This design comes from an exercise in tuning for small area on the open sky130 flow, not from production work.
Only simulation tests tie the RTL to the original design; equivalence was not proved.
Power and IR drop assume default switching activity.

`flow/run.sh`:
```
#!/bin/bash
# synth_recipe.tcl (not shown) runs the flow's synth.tcl, then flattens the netlist and writes it again
# the make line also repeats each setting of config.mk as NAME=value (left out here)
make -C /OpenROAD-flow-scripts/flow DESIGN_CONFIG=/design/flow/config.mk WORK_HOME=/design/flow/orfs CLKGATE_MAP_FILE= SYNTH_SCRIPT=/design/flow/synth_recipe.tcl finish
```
`flow/config.mk`:
```
export PLATFORM = sky130hd
export DESIGN_NAME = id_stage
export DESIGN_NICKNAME = id_stage
export VERILOG_FILES = /design/flow/design.v
export SDC_FILE = /design/flow/constraint.sdc
export NUM_CORES = 4
export LEC_CHECK = 0
export CAP_MARGIN = 20
export CORE_MARGIN = 2
export CORE_UTILIZATION = 25
export PLACE_DENSITY = 0.45
export SLEW_MARGIN = 20
```
`flow/constraint.sdc`:
```
create_clock -name core_clock -period 7.5 [get_ports {CLK}]
set_input_delay 1.5000 -clock core_clock [delete_from_list [all_inputs] [get_ports {CLK}]]
set_output_delay 1.5000 -clock core_clock [all_outputs]
set_load 0.01 [all_outputs]
```
`flow/design.v`:
```
module id_stage #(
   parameter int WORD_WIDTH = 32,
   parameter int REG_COUNT  = 32,
   parameter int CNT_WIDTH  = 16
) (
   input  logic                  CLK,
   input  logic                  RST_N,
   input  logic [WORD_WIDTH-1:0] IR_in,
   input  logic [WORD_WIDTH-1:0] PC4_in,
   input  logic                  IF_valid,
   input  logic                  flush,
   input  logic                  RegWrite_WB,
   input  logic [4:0]            WriteReg_WB,
   input  logic [WORD_WIDTH-1:0] WriteData_WB,
   input  logic                  MemRead_EX,
   input  logic [4:0]            Rt_EX,
   output logic [WORD_WIDTH-1:0] A_0,
   output logic [WORD_WIDTH-1:0] B_0,
   output logic [5:0]            Out31_26_0,
   output logic [5:0]            Out5_0_0,
   output logic [4:0]            Out25_21_0,
   output logic [4:0]            Out20_16_0,
   output logic [4:0]            Out15_11_0,
   output logic [4:0]            Out10_6_0,
   output logic [WORD_WIDTH-1:0] PC4_out,
   output logic                  valid_out,
   output logic                  stall,
   output logic [CNT_WIDTH-1:0]  stall_cnt
);
   logic [WORD_WIDTH-1:0] ir_q, ir_d;
   logic [WORD_WIDTH-1:0] pc4_q, pc4_d;
   logic                  valid_q, valid_d;
   logic [CNT_WIDTH-1:0]  cnt_q, cnt_d;
   logic [WORD_WIDTH-1:0] rf_q [REG_COUNT];
   logic [5:0]            opcode, funct;
   logic [4:0]            rs, rt, rd, shamt;
   logic                  wr_en, uses_rt;
   logic [WORD_WIDTH-1:0] rs_val, rt_val;
   assign opcode = ir_q[31:26];
   assign rs     = ir_q[25:21];
   assign rt     = ir_q[20:16];
   assign rd     = ir_q[15:11];
   assign shamt  = ir_q[10:6];
   assign funct  = ir_q[5:0];
   assign wr_en = RegWrite_WB & (WriteReg_WB != 5'd0);
   always_comb begin
      rs_val = rf_q[rs];
      rt_val = rf_q[rt];
      if (wr_en && WriteReg_WB == rs) rs_val = WriteData_WB;
      if (wr_en && WriteReg_WB == rt) rt_val = WriteData_WB;
      if (rs == 5'd0) rs_val = '0;
      if (rt == 5'd0) rt_val = '0;
   end
   assign uses_rt = (opcode == 6'd0) | (opcode == 6'd4) |
                    (opcode == 6'd5) | (opcode == 6'd43);
   assign stall = valid_q & MemRead_EX & (Rt_EX != 5'd0) &
                  ((Rt_EX == rs) | (uses_rt & (Rt_EX == rt)));
   always_comb begin
      ir_d    = IR_in;
      pc4_d   = PC4_in;
      valid_d = IF_valid;
      if (flush) begin
         ir_d    = '0;
         pc4_d   = '0;
         valid_d = 1'b0;
      end else if (stall) begin
         ir_d    = ir_q;
         pc4_d   = pc4_q;
         valid_d = valid_q;
      end
   end
   always_comb begin
      cnt_d = cnt_q;
      if (stall && !flush && cnt_q != {CNT_WIDTH{1'b1}})
         cnt_d = cnt_q + 1'b1;
   end
   always_ff @(posedge CLK or negedge RST_N) begin
      if (!RST_N) begin
         ir_q    <= '0;
         pc4_q   <= '0;
         valid_q <= 1'b0;
         cnt_q   <= '0;
      end else begin
         ir_q    <= ir_d;
         pc4_q   <= pc4_d;
         valid_q <= valid_d;
         cnt_q   <= cnt_d;
      end
   end
   always_ff @(posedge CLK or negedge RST_N) begin
      if (!RST_N) begin
         for (int i = 0; i < REG_COUNT; i++) rf_q[i] <= '0;
      end else if (wr_en) begin
         rf_q[WriteReg_WB] <= WriteData_WB;
      end
   end
   assign A_0        = stall ? '0 : rs_val;
   assign B_0        = stall ? '0 : rt_val;
   assign Out31_26_0 = stall ? '0 : opcode;
   assign Out25_21_0 = stall ? '0 : rs;
   assign Out20_16_0 = stall ? '0 : rt;
   assign Out15_11_0 = stall ? '0 : rd;
   assign Out10_6_0  = stall ? '0 : shamt;
   assign Out5_0_0   = stall ? '0 : funct;
   assign valid_out  = stall ? 1'b0 : valid_q;
   assign PC4_out    = pc4_q;
   assign stall_cnt  = cnt_q;
endmodule
```
==> results of run 1 <==
==> flip-flops by register name, summed over array words and instances, names as in the netlist <==
signal,flops
valid_q,1
cnt_q,16
rf_q,992
ir_q,32
pc4_q,32
==> area by class of cell <==
cell class              instances  area (sq um)  share of cell area
flip-flops and latches       1073         26900               0.402
repair buffers                507          4840              0.0724
clock buffers                 195          4020              0.0601
diodes                         34          85.1             0.00127
clock inverters                45           646             0.00965
inverters                      15          57.6            0.000860
multi-input cells            3262         26800               0.400
well taps                    2871          3590              0.0537
==> kinds of logic after synthesis <==
kind of cell             count (synthesis)  share of synthesized area
flip-flops                            1073                      0.487
AO/OA/AOI/OAI                         1011                      0.140
multiplexers                          1020                      0.208
XOR/XNOR                                33                    0.00525
adder cells (fa/ha/maj)                  1                   0.000227
buffers and inverters                  530                     0.0377
AND/OR/NAND/NOR                       1197                      0.121
==> through the flow <==
stage | power (mW) | hold WS [ns] | instance area [sq um]
3_5_place_dp | 10.6 | 0.499 | 62100
6_report | 17.6 | 0.509 | 66900
2_1_floorplan | 9.03 | 0.485 | 55100
3_3_place_gp | 10.5 | 0.490 | 62100
5_1_grt | 18.1 | 0.526 | 66800
4_1_cts | 17.5 | 0.508 | 66800
==> cell usage after synthesis (40+ instances only) <==
cell and count:
nand2b_1 40, nand4_1 112, a2111oi_0 100, mux2_2 999, nand3_1 182, or4_1 58, nor2_1 74, a32o_1 65
buf_2 40, a21oi_1 107, buf_1 55, a22oi_1 581, nand2_1 214, clkbuf_1 413, and3_1 329, dfrtp_1 1073
==> where the power goes <==
group | total [mW] | switching (mW) | internal [mW] | leakage, nW
sequential | 7.98 | 1.12 | 6.86 | 13.7
combinational | 2.65 | 1.38 | 1.27 | 13.0
clock | 6.94 | 2.85 | 4.09 | 2.28
total | 17.6 | 5.35 | 12.2 | 29.0
==> path summary, 6_finish.rpt <==
kind,depth (start not counted),slack (ns),to,start
setup / recovery,8,0.32,A_0[17],ir_q[24]
hold / removal,1,0.51,cnt_q[10],cnt_q[10]
setup reg to reg,10,2.57,ir_q[23],ir_q[20]
hold reg to reg,1,0.51,cnt_q[10],cnt_q[10]
max in group asynchronous,3,4.95,rf_q[20][18],RST_N
min in group asynchronous,1,0.71,pc4_q[1],RST_N
==> critical path: cells and delay by family, from the launching register on <==
kind,cells,cell delay (ns)
compound gates,1,0.25
buf+inv,2,0.98
flops,1,1.03
simple gates,5,2.48
==> per-layer routing <==
layer,GRT usage,wire [um],up-vias
met5,0.00216,426,-
met4,0.210,29600,43
met3,0.106,43500,1506
met2,0.420,139000,4634
met1,0.367,128000,26200
li1,-,-,18900
==> results.sh, run 1 <==
export IMPL_yosysSeqAreaShare=0.487
export IMPL_start_util=0.251
export IMPL_final_min_clock_period_ns=7.18
export IMPL_drc=0
export IMPL_p_per_area_nw_per_um2=263
export IMPL_grt_pass1_vias=48900
export IMPL_drv_slew=0
export IMPL_drv_cap=0
export IMPL_antenna_found_initial=57
export IMPL_start_kind="flop"
export IMPL_rsz0062_at_grt="no"
export IMPL_drt_iter0_markers=9307
export IMPL_synth_seq_cells=1073
export IMPL_dp_hpwl_mm=205
export IMPL_fin_tns_setup_ns=0
export IMPL_timing_final_crit_share=0.957
export IMPL_postSynthCellCount=4865
export IMPL_post_place_ws_ns=0.819
export IMPL_synth_flop_cell="dfrtp_1"
export IMPL_drt_first_pass_iters=10
export IMPL_ios=258
export IMPL_ant_nets=0
export IMPL_hold_path_class="flop to flop"
export IMPL_area_delta_synth_final_pct=21.4
export IMPL_finClkSkew_ns=0.0233
export IMPL_drive_gt1_frac=0.319
export IMPL_die_w_um=473
export IMPL_cts_buffers=135
export IMPL_path_cells="nand3_1, nor2_4, buf_4, nand2_1, and4_1, nand4_1, a32o_1, clkdlybuf4s50_1"
export IMPL_yosys_warnings=2
export IMPL_rows=172
export IMPL_synth_top_cell_by_area="dfrtp_1"
export IMPL_crit_fanout=33
export IMPL_status="finished clean"
export IMPL_grt_pass1_wl_mm=452
export IMPL_synth_top_cells_by_area="dfrtp_1 49%, mux2_2 20%, a22oi_1 7.9%"
export IMPL_endpoint_kind="output port"
export IMPL_hold_viol_final=0
export IMPL_synth_edff_count=0
export IMPL_timing_final_ws_setup_ns=0.323
export IMPL_fin_util=0.305
export IMPL_final_common_cell="dfrtp_1"
export IMPL_max_freq_ghz=0.139
export IMPL_nets=5107
export IMPL_slew_headroom=0.118
export IMPL_port_buffers=257
export IMPL_core_area_sq_um=219000
export IMPL_grt_overflow=0
export IMPL_worstSkewPairLatency_ns=0.83
export IMPL_cp_arrival_ns=5.68
export IMPL_place_congestion=0.966
export IMPL_grt_max_degree=143
export IMPL_root_buffer="clkbuf_16"
export IMPL_fillCellCount=22400
export IMPL_wl_per_cell_um=42.6
export IMPL_async_flop_share=1.00
export IMPL_cts_repair_resized=0
export IMPL_cts_setup_buffers=0
export IMPL_netlist_area_sq_um=55100
export IMPL_power_leakage_nw=29.0
export IMPL_die_h_um=473
export IMPL_cts_tree="yes"
export IMPL_finalNonFillerCells=8002
export IMPL_synth_nets=4978
export IMPL_h_tree_depth=4
export IMPL_slowest_stage="nor2_4"
export IMPL_critPathKind="flop to output port"
export IMPL_max_stage_delay_ns=1.18
export IMPL_clock_path_buffers=3
export IMPL_viasPerCell=6.42
export IMPL_grtUsageTotal=0.295
export IMPL_vias=51300
export IMPL_avgSynthCellArea_sq_um=11.3
export IMPL_clkSinkCount=1073
export IMPL_tightest_slew_ns=1.32
export IMPL_ir_drop_mv=0.198
export IMPL_path_clk_slew_ns=0.06
export IMPL_final_cell_mix="1063 x dfrtp_1, 999 x mux2_2, 581 x a22oi_1"
export IMPL_yosys_area_top_type_share=0.487
export IMPL_setup_viol=0
export IMPL_worstPathRequired_ns=6.00
export IMPL_yosysUniqueCellTypes=64
export IMPL_routed_wl_mm=341
export IMPL_hold_buffers=0
export IMPL_die_area_sq_um=224000
export IMPL_placed_cells=7725
==> run 2, diff against run 1 <==
--- a/flow/design.v
+++ b/flow/design.v
@@ -31,30 +31,39 @@
    logic [WORD_WIDTH-1:0] pc4_q, pc4_d;
    logic                  valid_q, valid_d;
    logic [CNT_WIDTH-1:0]  cnt_q, cnt_d;
-   logic [WORD_WIDTH-1:0] rf_q [REG_COUNT];
+   logic [WORD_WIDTH-1:0] rf_q [1:REG_COUNT-1];
+   logic [REG_COUNT-1:1]  wr_q;
    logic [5:0]            opcode, funct;
    logic [4:0]            rs, rt, rd, shamt;
-   logic                  wr_en, uses_rt;
-   logic [WORD_WIDTH-1:0] rs_val, rt_val;
+   logic                  uses_rt;
+   logic [REG_COUNT-1:1]  we;
+   logic [REG_COUNT-1:1]  sel_a, sel_b;
+   logic                  byp_a, byp_b;
    assign opcode = ir_q[31:26];
    assign rs     = ir_q[25:21];
    assign rt     = ir_q[20:16];
    assign rd     = ir_q[15:11];
    assign shamt  = ir_q[10:6];
    assign funct  = ir_q[5:0];
-   assign wr_en = RegWrite_WB & (WriteReg_WB != 5'd0);
-   always_comb begin
-      rs_val = rf_q[rs];
-      rt_val = rf_q[rt];
-      if (wr_en && WriteReg_WB == rs) rs_val = WriteData_WB;
-      if (wr_en && WriteReg_WB == rt) rt_val = WriteData_WB;
-      if (rs == 5'd0) rs_val = '0;
-      if (rt == 5'd0) rt_val = '0;
-   end
    assign uses_rt = (opcode == 6'd0) | (opcode == 6'd4) |
                     (opcode == 6'd5) | (opcode == 6'd43);
    assign stall = valid_q & MemRead_EX & (Rt_EX != 5'd0) &
                   ((Rt_EX == rs) | (uses_rt & (Rt_EX == rt)));
+   assign byp_a = ~stall & RegWrite_WB & (rs != 5'd0) & (WriteReg_WB == rs);
+   assign byp_b = ~stall & RegWrite_WB & (rt != 5'd0) & (WriteReg_WB == rt);
+   for (genvar i = 1; i < REG_COUNT; i++) begin : g_sel
+      assign we[i]    = RegWrite_WB & (WriteReg_WB == i);
+      assign sel_a[i] = ~stall & ~byp_a & wr_q[i] & (rs == i);
+      assign sel_b[i] = ~stall & ~byp_b & wr_q[i] & (rt == i);
+   end
+   always_comb begin
+      A_0 = byp_a ? WriteData_WB : '0;
+      B_0 = byp_b ? WriteData_WB : '0;
+      for (int i = 1; i < REG_COUNT; i++) begin
+         A_0 = A_0 | (rf_q[i] & {WORD_WIDTH{sel_a[i]}});
+         B_0 = B_0 | (rf_q[i] & {WORD_WIDTH{sel_b[i]}});
+      end
+   end
    always_comb begin
       ir_d    = IR_in;
       pc4_d   = PC4_in;
@@ -80,22 +89,19 @@
          pc4_q   <= '0;
          valid_q <= 1'b0;
          cnt_q   <= '0;
+         wr_q    <= '0;
       end else begin
          ir_q    <= ir_d;
          pc4_q   <= pc4_d;
          valid_q <= valid_d;
          cnt_q   <= cnt_d;
+         wr_q    <= wr_q | we;
       end
    end
-   always_ff @(posedge CLK or negedge RST_N) begin
-      if (!RST_N) begin
-         for (int i = 0; i < REG_COUNT; i++) rf_q[i] <= '0;
-      end else if (wr_en) begin
-         rf_q[WriteReg_WB] <= WriteData_WB;
-      end
+   always_ff @(posedge CLK) begin
+      for (int i = 1; i < REG_COUNT; i++)
+         if (we[i]) rf_q[i] <= WriteData_WB;
    end
-   assign A_0        = stall ? '0 : rs_val;
-   assign B_0        = stall ? '0 : rt_val;
    assign Out31_26_0 = stall ? '0 : opcode;
    assign Out25_21_0 = stall ? '0 : rs;
    assign Out20_16_0 = stall ? '0 : rt;
==> run 2 against run 1 <==
Effect of this change: the layout now fails its checks (negative setup slack); setup slack worse by 0.43 ns; area after synthesis shrank 5.4%; largest cell class unchanged; power shrank 4.8%.
==> results.sh, run 2 <==
export IMPL_status="finished with violations"
export IMPL_so_faults="negative setup slack"
export IMPL_viasPerCell=6.73
export IMPL_crit_start="ir_q[24]"
export IMPL_power_leakage_nw=20.9
export IMPL_ios=258
export IMPL_grtUsageTotal=0.338
export IMPL_hold_viol_final=0
export IMPL_synth_edff_count=992
export IMPL_hold_path_class="flop to flop"
export IMPL_worstPathRequired_ns=6.00
export IMPL_avgSynthCellArea_sq_um=11.3
export IMPL_yosys_area_top_type_share=0.572
export IMPL_yosys_top_cells_count="992 x edfxtp_1, 652 x nand2_1, 449 x nand3_1"
export IMPL_routed_wl_mm=371
export IMPL_p_per_area_nw_per_um2=258
export IMPL_final_cell_mix="992 x edfxtp_1, 652 x nand2_1, 446 x nand3_1"
export IMPL_clock_path_buffers=3
export IMPL_async_flop_share=0.101
export IMPL_root_buffer="clkbuf_16"
export IMPL_reg2reg_to="valid_q"
export IMPL_cts_buffers=135
export IMPL_biggestRegsByFlops="rf_q: 992 flops, ir_q: 32 flops, pc4_q: 32 flops"
export IMPL_drt_iter0_markers=11900
export IMPL_timing_final_crit_share=1.01
export IMPL_drt_first_pass_iters=10
export IMPL_start_util=0.252
export IMPL_core_area_sq_um=207000
export IMPL_die_h_um=461
export IMPL_final_common_cell="edfxtp_1"
export IMPL_rsz0062_at_grt="no"
export IMPL_top_register="rf_q"
export IMPL_start_kind="flop"
export IMPL_ir_drop_mv=0.242
export IMPL_place_area_sq_um=60100
export IMPL_drc=0
export IMPL_largest_register_ffs=992
export IMPL_yosysUniqueCellTypes=93
export IMPL_drv_slew=0
export IMPL_dp_hpwl_mm=237
export IMPL_endpoint_kind="output port"
export IMPL_antenna_found_initial=64
export IMPL_vias=53200
export IMPL_fin_util=0.313
export IMPL_place_congestion=1.03
export IMPL_crit_end="A_0[31]"
export IMPL_ant_nets=0
export IMPL_nets=5057
export IMPL_synth_flop_cell="edfxtp_1"
export IMPL_cts_repair_resized=0
export IMPL_grt_overflow=0
export IMPL_setup_viol=1
export IMPL_crit_fanout=24
export IMPL_final_min_clock_period_ns=7.61
export IMPL_timing_final_ws_setup_ns=-0.109
export IMPL_grt_pass1_vias=48300
export IMPL_die_area_sq_um=212000
export IMPL_synth_top_cells_by_area="edfxtp_1 57%, dfrtp_1 5.4%, nand2_1 4.7%"
export IMPL_r2r_cells=10
export IMPL_die_w_um=461
export IMPL_port_buffers=257
export IMPL_synth_seq_cells=1104
export IMPL_hold_ws_ns=0.494
export IMPL_path_clk_slew_ns=0.06
export IMPL_finalNonFillerCells=7895
export IMPL_yosys_warnings=2
export IMPL_drv_cap=0
export IMPL_worstSkewPairLatency_ns=0.81
export IMPL_h_tree_depth=4
export IMPL_area_delta_synth_final_pct=24.2
export IMPL_wl_per_cell_um=47.0
export IMPL_finClkSkew_ns=0.0208
export IMPL_yosysMostFrequentCell="edfxtp_1"
export IMPL_placed_cells=7595
export IMPL_r2r_start="ir_q[18]"
export IMPL_tightest_slew_ns=1.33
export IMPL_cts_tree="yes"
export IMPL_synth_nets=4726
export IMPL_cts_setup_buffers=0
export IMPL_yosysSeqAreaShare=0.625
export IMPL_drive_gt1_frac=0.152
export IMPL_reg2reg_slack_ns=3.09
export IMPL_fillCellCount=21200
export IMPL_postSynthCellCount=4613
export IMPL_synth_top_cell_by_area="edfxtp_1"
export IMPL_clkSinkCount=1104
export IMPL_grt_max_degree=69
export IMPL_slew_headroom=0.110
export IMPL_p_total_mw=16.7
export IMPL_netlist_area_sq_um=52100
export IMPL_max_freq_ghz=0.131
export IMPL_fin_area_sq_um=64700
export IMPL_grt_pass1_wl_mm=476
export IMPL_critPathKind="flop to output port"
export IMPL_rows=167
export IMPL_hold_buffers=0
export IMPL_cp_arrival_ns=6.11
==> run 2: cell families after synthesis <==
| kind of cell | Yosys count | synth area share |
|---|---|---|
| mux | 1 | 0.000192 |
| buf+inv | 452 | 0.0365 |
| fa+ha+maj | 1 | 0.000240 |
| simple gates | 1796 | 0.168 |
| compound gates | 1226 | 0.164 |
| flops | 1104 | 0.625 |
| xor+xnor | 33 | 0.00555 |
==> run 2: worst min path at each step <==
stage                end  slack (ns)      start  cells past startpoint
6_report       cnt_q[14]        0.49  cnt_q[14]                      1
4_1_cts        cnt_q[14]        0.49  cnt_q[14]                      1
2_1_floorplan    wr_q[5]        0.45    wr_q[5]                      1
5_1_grt        cnt_q[14]        0.52  cnt_q[14]                      1
3_5_place_dp   cnt_q[14]        0.48  cnt_q[14]                      1
3_3_place_gp    wr_q[20]        0.47   wr_q[20]                      1
==> run 2: power by group <==
| part | total (mW) | leakage (nW) | switching (mW) | internal [mW] |
|---|---|---|---|---|
| sequential | 7.17 | 10.3 | 0.335 | 6.83 |
| clock | 6.82 | 2.17 | 2.89 | 3.93 |
| combinational | 2.73 | 8.41 | 2.06 | 0.667 |
| total | 16.7 | 20.9 | 5.29 | 11.4 |
==> run 2: metrics by stage <==
stage	setup TNS, ns	worst slack [ns]
2_1_floorplan	0	2.37
3_3_place_gp	0	0.329
3_5_place_dp	0	0.282
4_1_cts	0	0.125
5_1_grt	0	0.0644
6_report	-0.109	-0.109
==> run 2: final cells by class <==
cell class / instances / area, sq um / area share
Sequential cell: 1104 / 32600 / 0.504
Multi-Input combinational cell: 3057 / 18200 / 0.282
Clock inverter: 65 / 689 / 0.0107
Clock buffer: 179 / 3770 / 0.0582
Antenna cell: 56 / 140 / 0.00216
Inverter: 6 / 25.0 / 0.000387
Timing Repair Buffer: 640 / 5760 / 0.0890
Tap cell: 2788 / 3490 / 0.0539
==> run 2: worst max-delay path: stages, from the launching register on <==
cell	delay, ns
dfrtp_1	0.67
buf_4	0.41
nor4b_1	0.86
buf_4	0.36
and2_2	0.97
buf_4	0.36
a21oi_1	0.10
o21ai_0	0.17
nor3_1	0.06
o311ai_1	0.55
buf_4	0.22
clkdlybuf4s50_1	0.52
==> run 2: metal layers <==
metal | up-vias | GRT usage | routed length, um
met5 | - | 0.00367 | 329
met4 | 34 | 0.238 | 31200
met3 | 1694 | 0.148 | 57600
met2 | 6005 | 0.466 | 148000
met1 | 26500 | 0.419 | 134000
li1 | 19000 | - | -

-- afterwards: timing with drivers on the ports --
In the flow no input, the clock included, has a driving cell. The finished layouts below were timed again as built, in two steps.
Step 1 (the two cells are an assumption about what drives the block):
set clk [get_ports {CLK}]
set_driving_cell -lib_cell sky130_fd_sc_hd__clkbuf_16 $clk
set_driving_cell -lib_cell sky130_fd_sc_hd__buf_2 [delete_from_list [all_inputs] $clk]
Step 2, shift: input delay + t, output delay - t, t = (earliest + latest rising clock arrival at the registers) / 2. This alone moves slack from input paths to output paths.
Slacks: ideal ports / drivers / drivers and shift; pairs: ideal ports / drivers.
run | shift t [ns] | setup WS [ns] | worst hold slack (ns) | worst setup path at the end | clock arrival spread, ns
run 1 | 0.909 | 0.323 / 0.233 / 0.794 | 0.509 / 0.509 / 0.509 | input to output | 0.051 / 0.050
run 2 | 0.915 | -0.109 / -0.207 / -0.023 | 0.494 / 0.494 / 0.494 | input to output | 0.058 / 0.057
